Source: an optimization exercise on an open RTL-to-GDS flow (aim: small area, a short achievable clock period and few clock cycles). Production flows keep margins and buffers that such runs may drop. In this exercise RTL edits were held to simulation tests only and were not proved equivalent to the original. No activity file was given, so power comes from the tool's default toggle rates.

==> flow/design.v <==
package cnn_pkg;
  localparam int CNN_PIX_W = 8;
  typedef enum logic [1:0] {S_IDLE, S_RUN, S_DRAIN} conv_state_t;
  function automatic integer acc_width(input integer pix_w, input integer wt_w, input integer k);
    acc_width = pix_w + wt_w + $clog2(k * k) + 1;
  endfunction
  function automatic logic signed [63:0] sat_shift(input logic signed [63:0] acc,
                                                   input integer shift, input integer out_w);
    logic signed [63:0] s, hi, lo;
    s  = acc >>> shift;
    hi = (64'sd1 <<< (out_w - 1)) - 64'sd1;
    lo = -(64'sd1 <<< (out_w - 1));
    if (s > hi)      sat_shift = hi;
    else if (s < lo) sat_shift = lo;
    else             sat_shift = s;
  endfunction
endpackage
module conv_line_buffer
#(
  parameter int IMG_W = 28,
  parameter int K     = 3,
  parameter int PIX_W = 8,
  parameter int CW    = 5
) (
  input  logic                             clk,
  input  logic                             shift_en,
  input  logic [CW-1:0]                    col,
  input  logic [PIX_W-1:0]                 pix_in,
  output logic [K-1:0][K-1:0][PIX_W-1:0]   window_out
);
  logic [K-1:0][K-1:0][PIX_W-1:0] win;
  logic [K-1:0][PIX_W-1:0]        col_new;
  generate
    if (K > 1) begin : g_rows
      logic [PIX_W-1:0] ram [K-1][IMG_W];
      always_comb begin
        col_new = '0;
        col_new[K-1] = pix_in;
        for (int r = 0; r < K - 1; r++) col_new[r] = ram[K-2-r][col];
      end
      always_ff @(posedge clk) begin
        if (shift_en) begin
          ram[0][col] <= pix_in;
          for (int i = 1; i < K - 1; i++) ram[i][col] <= ram[i-1][col];
        end
      end
    end else begin : g_k1
      assign col_new = pix_in;
    end
  endgenerate
  always_comb begin
    window_out = win;
    for (int r = 0; r < K; r++) begin
      for (int c = 0; c < K - 1; c++) window_out[r][c] = win[r][c+1];
      window_out[r][K-1] = col_new[r];
    end
  end
  always_ff @(posedge clk) begin
    if (shift_en) win <= window_out;
  end
endmodule
import cnn_pkg::*;
module conv2d_stream
#(
  parameter int IMG_W  = 28,
  parameter int IMG_H  = 28,
  parameter int K      = 3,
  parameter int N_FILT = 4,
  parameter int PIX_W  = cnn_pkg::CNN_PIX_W,
  parameter int WT_W   = 8,
  parameter int OUT_W  = 16,
  parameter int SHIFT  = 4
) (
  input  logic                         clk,
  input  logic                         reset,
  input  logic                         in_valid,
  output logic                         in_ready,
  input  logic [PIX_W-1:0]             in_pix,
  input  logic                         wt_we,
  input  logic [((N_FILT*K*K > 1) ? $clog2(N_FILT*K*K) : 1)-1:0] wt_addr,
  input  logic [WT_W-1:0]              wt_data,
  output logic                         out_valid,
  input  logic                         out_ready,
  output logic [N_FILT*OUT_W-1:0]      out_data,
  output logic                         busy,
  output logic                         frame_done
);
  localparam int NT     = K * K;
  localparam int NW     = N_FILT * NT;
  localparam int CW     = (IMG_W > 1) ? $clog2(IMG_W) : 1;
  localparam int RW     = (IMG_H > 1) ? $clog2(IMG_H) : 1;
  localparam int ACC_W  = PIX_W + WT_W + $clog2(K * K) + 1;
  localparam int PROD_W = PIX_W + WT_W + 1;
  localparam int STAGES = 2;
  localparam logic signed [63:0] SAT_HI = (64'sd1 <<< (OUT_W - 1)) - 64'sd1;
  localparam logic signed [63:0] SAT_LO = -(64'sd1 <<< (OUT_W - 1));
  cnn_pkg::conv_state_t                 state;
  logic [CW-1:0]                        col;
  logic [RW-1:0]                        row;
  logic [STAGES:1]                      vld_pipe;
  logic [NW-1:0][WT_W-1:0]              wt, wt_next;
  logic [K-1:0][K-1:0][PIX_W-1:0]       win;
  logic [N_FILT-1:0][NT-1:0][PROD_W-1:0] prod_nxt, prod;
  logic [N_FILT-1:0][OUT_W-1:0]         res;
  logic adv, take, last_pix, win_hit, wt_ok;
  assign adv       = !out_valid || out_ready;
  assign in_ready  = adv && (state != S_DRAIN);
  assign take      = in_valid && in_ready;
  assign last_pix  = (col == CW'(IMG_W - 1)) && (row == RW'(IMG_H - 1));
  assign win_hit   = take && (row >= RW'(K - 1)) && (col >= CW'(K - 1));
  assign out_valid = vld_pipe[STAGES];
  assign wt_ok     = wt_we && (state == S_IDLE) && (32'(wt_addr) < NW);
  always_comb begin
    wt_next = wt;
    if (wt_ok) wt_next[wt_addr] = wt_data;
  end
  always_ff @(posedge clk) begin
    if (reset) wt <= '0;
    else       wt <= wt_next;
  end
  conv_line_buffer #(.IMG_W(IMG_W), .K(K), .PIX_W(PIX_W), .CW(CW)) u_lb (
    .clk        (clk),
    .shift_en   (take),
    .col        (col),
    .pix_in     (in_pix),
    .window_out (win)
  );
  generate
    for (genvar f = 0; f < N_FILT; f++) begin : g_filt
      logic signed [ACC_W-1:0] acc;
      logic signed [OUT_W-1:0] sat;
      for (genvar t = 0; t < NT; t++) begin : g_tap
        logic signed [PROD_W-1:0] px_s, wt_s;
        assign px_s = PROD_W'({1'b0, win[t/K][t%K]});
        assign wt_s = PROD_W'($signed(wt_next[f*NT+t]));
        assign prod_nxt[f][t] = px_s * wt_s;
      end
      always_comb begin
        acc = '0;
        for (int t = 0; t < NT; t++) acc = acc + ACC_W'($signed(prod[f][t]));
      end
      logic signed [63:0] sh;
      assign sh = 64'(acc) >>> SHIFT;
      assign sat = (sh > SAT_HI) ? OUT_W'(SAT_HI) :
                   (sh < SAT_LO) ? OUT_W'(SAT_LO) : OUT_W'(sh);
      assign res[f] = sat;
    end
  endgenerate
  always_ff @(posedge clk) begin
    if (adv) prod <= prod_nxt;
  end
  always_ff @(posedge clk) begin
    if (reset) begin
      vld_pipe <= '0;
      out_data <= '0;
    end else if (adv) begin
      vld_pipe <= {vld_pipe[STAGES-1:1], win_hit};
      if (vld_pipe[STAGES-1]) out_data <= res;
    end
  end
  always_ff @(posedge clk) begin
    if (reset) begin
      state      <= S_IDLE;
      busy       <= 1'b0;
      frame_done <= 1'b0;
      col        <= '0;
      row        <= '0;
    end else begin
      frame_done <= 1'b0;
      if (take) begin
        if (col == CW'(IMG_W - 1)) begin
          col <= '0;
          row <= (row == RW'(IMG_H - 1)) ? '0 : row + 1'b1;
        end else begin
          col <= col + 1'b1;
        end
      end
      case (state)
        S_IDLE: if (take) begin
          state <= last_pix ? S_DRAIN : S_RUN;
          busy  <= 1'b1;
        end
        S_RUN: if (take && last_pix) state <= S_DRAIN;
        S_DRAIN: if (out_valid && out_ready && !vld_pipe[STAGES-1]) begin
          state      <= S_IDLE;
          busy       <= 1'b0;
          frame_done <= 1'b1;
        end
        default: state <= S_IDLE;
      endcase
    end
  end
endmodule
==> flow/run.sh <==
#!/bin/bash
# synth_recipe.tcl (not shown) runs the flow's synth.tcl, then flattens the netlist and writes it again
# the make line also repeats each setting of config.mk as NAME=value (left out here)
make -C /OpenROAD-flow-scripts/flow DESIGN_CONFIG=/design/flow/config.mk WORK_HOME=/design/flow/orfs CLKGATE_MAP_FILE= SYNTH_SCRIPT=/design/flow/synth_recipe.tcl finish
==> flow/config.mk <==
export PLATFORM = sky130hd
export DESIGN_NAME = conv2d_stream
export DESIGN_NICKNAME = conv2d_stream
export VERILOG_FILES = /design/flow/design.v
export SDC_FILE = /design/flow/constraint.sdc
export NUM_CORES = 4
export LEC_CHECK = 0
export CAP_MARGIN = 20
export CORE_MARGIN = 2
export CORE_UTILIZATION = 40
export SLEW_MARGIN = 20
==> flow/constraint.sdc <==
create_clock -name core_clock -period 9.0 [get_ports {clk}]
set_input_delay 1.8000 -clock core_clock [delete_from_list [all_inputs] [get_ports {clk}]]
set_output_delay 1.8000 -clock core_clock [all_outputs]
set_load 0.01 [all_outputs]
==> results by group <==
GRT
  – Largest net degree at the start of global routing: 147
  – Initial antenna violation count: 24
  – Gr usage total: 0.228
  – Total gr overflow: 0
  – Vias in the first global route: 103,000
  – First-pass GRT wire length: 643 mm

Route
  – Remaining DRCs: 0
  – WL final: 423 mm
  – 1st-pass router iterations: 6
  – Initial DRC Count: 7,625
  – Total number of vias: 101,000
  – Routed Antenna Nets: 0
  – Via density: 5.07
  – Routed length per instance: 21.3 um

Power and ir drop
  – Cell Pwr Density: 104 mW/mm2
  – Leak: 80.4 nW
  – Total power: 17.3 mW
  – Peak supply drop: 140 uV

Worst setup path
  – Reg2Reg Depth: 25
  – Req. time, crit path: 9.57 ns
  – Largest stage delay, worst path: 0.87 ns
  – Worst R2R Start: col[2]
  – WP data arrival: 9.02 ns
  – CP max stage cell: and2_1
  – Flop-to-flop setup slack: 0.67 ns
  – RR Endpoint: prod[50]
  – CP Class: input pin to register
  – Critical Path Fanout Max: 8
  – Worst Setup Start Kind: input pin
  – Endpoint class of the critical path: register

Floorplan
  – Die Ht: 613 um
  – Die X: 613 um
  – I/O pin count: 95
  – Effective utilization at floorplan: 0.402
  – Core Region: 0.369 mm2
  – DIE AREA: 0.375 mm2
  – FP Rows: 223

Clock tree
  – Postcts setup bufs: 0
  – CTS tree: built
  – Sink Count: 1,481
  – Clock Path Buffers: 4
  – CTS root buf: clkbuf_16
  – # resized after CTS: 0
  – Clock transition at path regs: 0.06 ns
  – Latest clock arrival within the worst-skew pair: 0.92 ns
  – Hold_buf cts: 0
  – H-tree depth: 4
  – Cts bufs inserted: 184

Timing
  – Worst-margin pin slew: 1.24 ns
  – Final period utilization: 0.938
  – RSZ-0062 raised after global routing: no
  – Setup violators final: 0
  – Fin Clk Skew: 0.0980 ns
  – Max-slew violations: 0
  – Final Hold Fails: 0
  – Fmax: 0.118 GHz
  – Slew margin rel.: 0.172
  – Post-layout min period: 8.44 ns

Yosys
  – Syn avg cell area: 10.4 um2
  – Number of flops mapped to enable cells by yosys: 1,108
  – Gate Count Post-Synth: 14,200
  – FF+latch count, synth: 1,481
  – Synthesized area: 0.148 mm2
  – Post-Syn Nets: 17,700
  – Dominant synthesized flop cell: edfxtp_1
  – Yosys warns: 2
  – Leading post-synthesis cells by cell area: fa_1 25%, edfxtp_1 22%, ha_1 14%, inv_1 6.4%, nor2b_1 5.3%
  – Seq/Total Area, Yosys: 0.275
  – Yosys top cell area share: 0.245
  – Yosys top cell by area: fa_1
  – Synth async-reset ratio: 0
  – Most common cell in the synthesized netlist: inv_1
  – Synth cell count leaders: 2,511 x inv_1, 1,816 x fa_1, 1,630 x ha_1, 1,325 x nor2_1, 1,249 x nor2b_1
  – Distinct cells, synth: 101

Cells and area
  – Fill count: 34,800
  – Final nets: 18,200
  – Layout cells sized above 1: 0.107
  – Finished Layout Cells: 19,900
  – Area Overhead vs Synth: 12.1%

Hold path
  – Hold depth: 2
  – Hold wc startpoint: out_data[63]
  – Hold WC Path Type: register to register
  – Worst Hold End: out_data[63]

Status
  – Status: no timing/DRC/antenna violations

Place
  – Post-DP HPWL: 328 mm
  – Inst Count DP: 19,500
  – I/O Buffers: 94
  – GPL Wtd Cong: 0.924

Job
  – Total of max-cap violations: 0
## cells in the final DEF (no fill, tap or decap), drive strengths merged, types with 117 or more instances in the layout
master,n
xnor2,416
nand3,117
fa,1816
clkbuf,221
nand2,443
buf,893
nor2,1341
ha,1630
mux2i,290
nand2b,351
edfxtp,1108
or2,183
a21oi,338
and2,138
inv,2524
nor2b,1249
dfxtp,373
o21ai,234
## metal layers
layer / vias to the layer above / wire length, um / global-route usage
met4: 8 / 14200 / 0.0657
met1: 50900 / 183000 / 0.309
li1: 46700 / - / -
met2: 2722 / 197000 / 0.377
met3: 594 / 27700 / 0.0348
met5: - / 55 / 0
## power breakdown
group	leakage, nW	total, mW	internal (mW)	switching, mW
registers	15.1	7.53	7.41	0.125
clock network	2.99	7.69	4.48	3.22
logic	62.3	2.03	0.621	1.41
## final cells by class
cell class	count	area, um2	share of cell area
clock buffer	221	4950	0.0298
clock inverter	116	1180	0.00709
antenna	5	12.5	0.0000754
inverter	2520	9460	0.0570
timing repair buffer	970	7940	0.0478
tap	4950	6190	0.0373
multi-input combinational	9618	95500	0.575
sequential	1481	40700	0.245
## sequential cells by signal, summed over array words and instances, names as in the netlist, named ones only
register / cells
busy: 1
col: 5
frame_done: 1
out_data: 64
prod: 612
row: 5
state: 2
u_lb.g_rows.ram: 448
u_lb.win: 48
vld_pipe: 2
wt: 288
## logic make-up (layout without fill, tap and decap cells)
family                     count (synthesis)  in the layout  share of synthesized area
buffers and inverters                   3138           3827                     0.0814
other                                      0              5                          0
xor gates and xnor gates                 462            462                     0.0273
adders and majority gates               3447           3447                      0.383
and+or+nand+nor                         4076           4076                      0.142
AOI/OAI and AO/OA                       1212           1212                     0.0548
DFF                                     1481           1481                      0.275
muxes                                    421            421                     0.0364
## per-stage QoR
stage          utilization  setup slack (ns)  setup TNS (ns)  hold slack (ns)  instance area (um2)
2_1_floorplan            -             -3.24        -1744.31            0.477               148000
3_3_place_gp         0.433            -0.205           -1.07            0.454               160000
3_5_place_dp         0.433            -0.260           -2.16            0.480               160000
4_1_cts              0.450             0.634               0            0.488               166000
5_1_grt              0.450            0.0439               0            0.506               166000
6_report             0.450             0.556               0            0.477               166000
## worst max path at each step
stage	start	slack, ns	end
3_5_place_dp	wt_addr[0]	-0.26	prod[305]
4_1_cts	wt_addr[0]	0.63	prod[305]
6_report	wt_addr[0]	0.56	prod[305]
5_1_grt	wt_addr[0]	0.04	prod[373]
3_3_place_gp	wt_addr[0]	-0.20	prod[305]
2_1_floorplan	out_ready	-3.24	out_data[10]
## critical path, delay by kind of cell
family	cells	cell delay (ns)
AO/OA/AOI/OAI	7	1.45
XOR/XNOR	1	0.14
adder cells (fa/ha/maj)	6	2.56
buffers and inverters	9	1.56
multiplexers	1	0.15
AND/OR/NAND/NOR	4	1.33
Testbench counts, summed over its fixed seeds: cycles 18,872.

==> what the ideal ports hide <==
The flow's constraints put no driver on any port. The routed layout listed below was extracted and timed again, unchanged, in two steps. Step 1 (the two cells are an assumption about what drives the block):
set clk [get_ports {clk}]
set_driving_cell -lib_cell sky130_fd_sc_hd__clkbuf_16 $clk
set_driving_cell -lib_cell sky130_fd_sc_hd__buf_2 [delete_from_list [all_inputs] $clk]
Step 2, shift: input delay + t, output delay - t, t = (earliest + latest rising clock arrival at the registers) / 2. This alone moves slack from input paths to output paths. Slacks: ideal ports / drivers / drivers and shift; pairs: ideal ports / drivers.
t, ns: 0.989
setup WS [ns]: 0.556 / 0.653 / -0.337
worst slew at a driven data input, ns: 0.25
pins driven straight from the clock port: 1
With both steps, setup timing fails in this run, where it was met with ideal ports. The setup slack of this run moves by +0.097 ns with the drivers and by -0.893 ns with both steps.
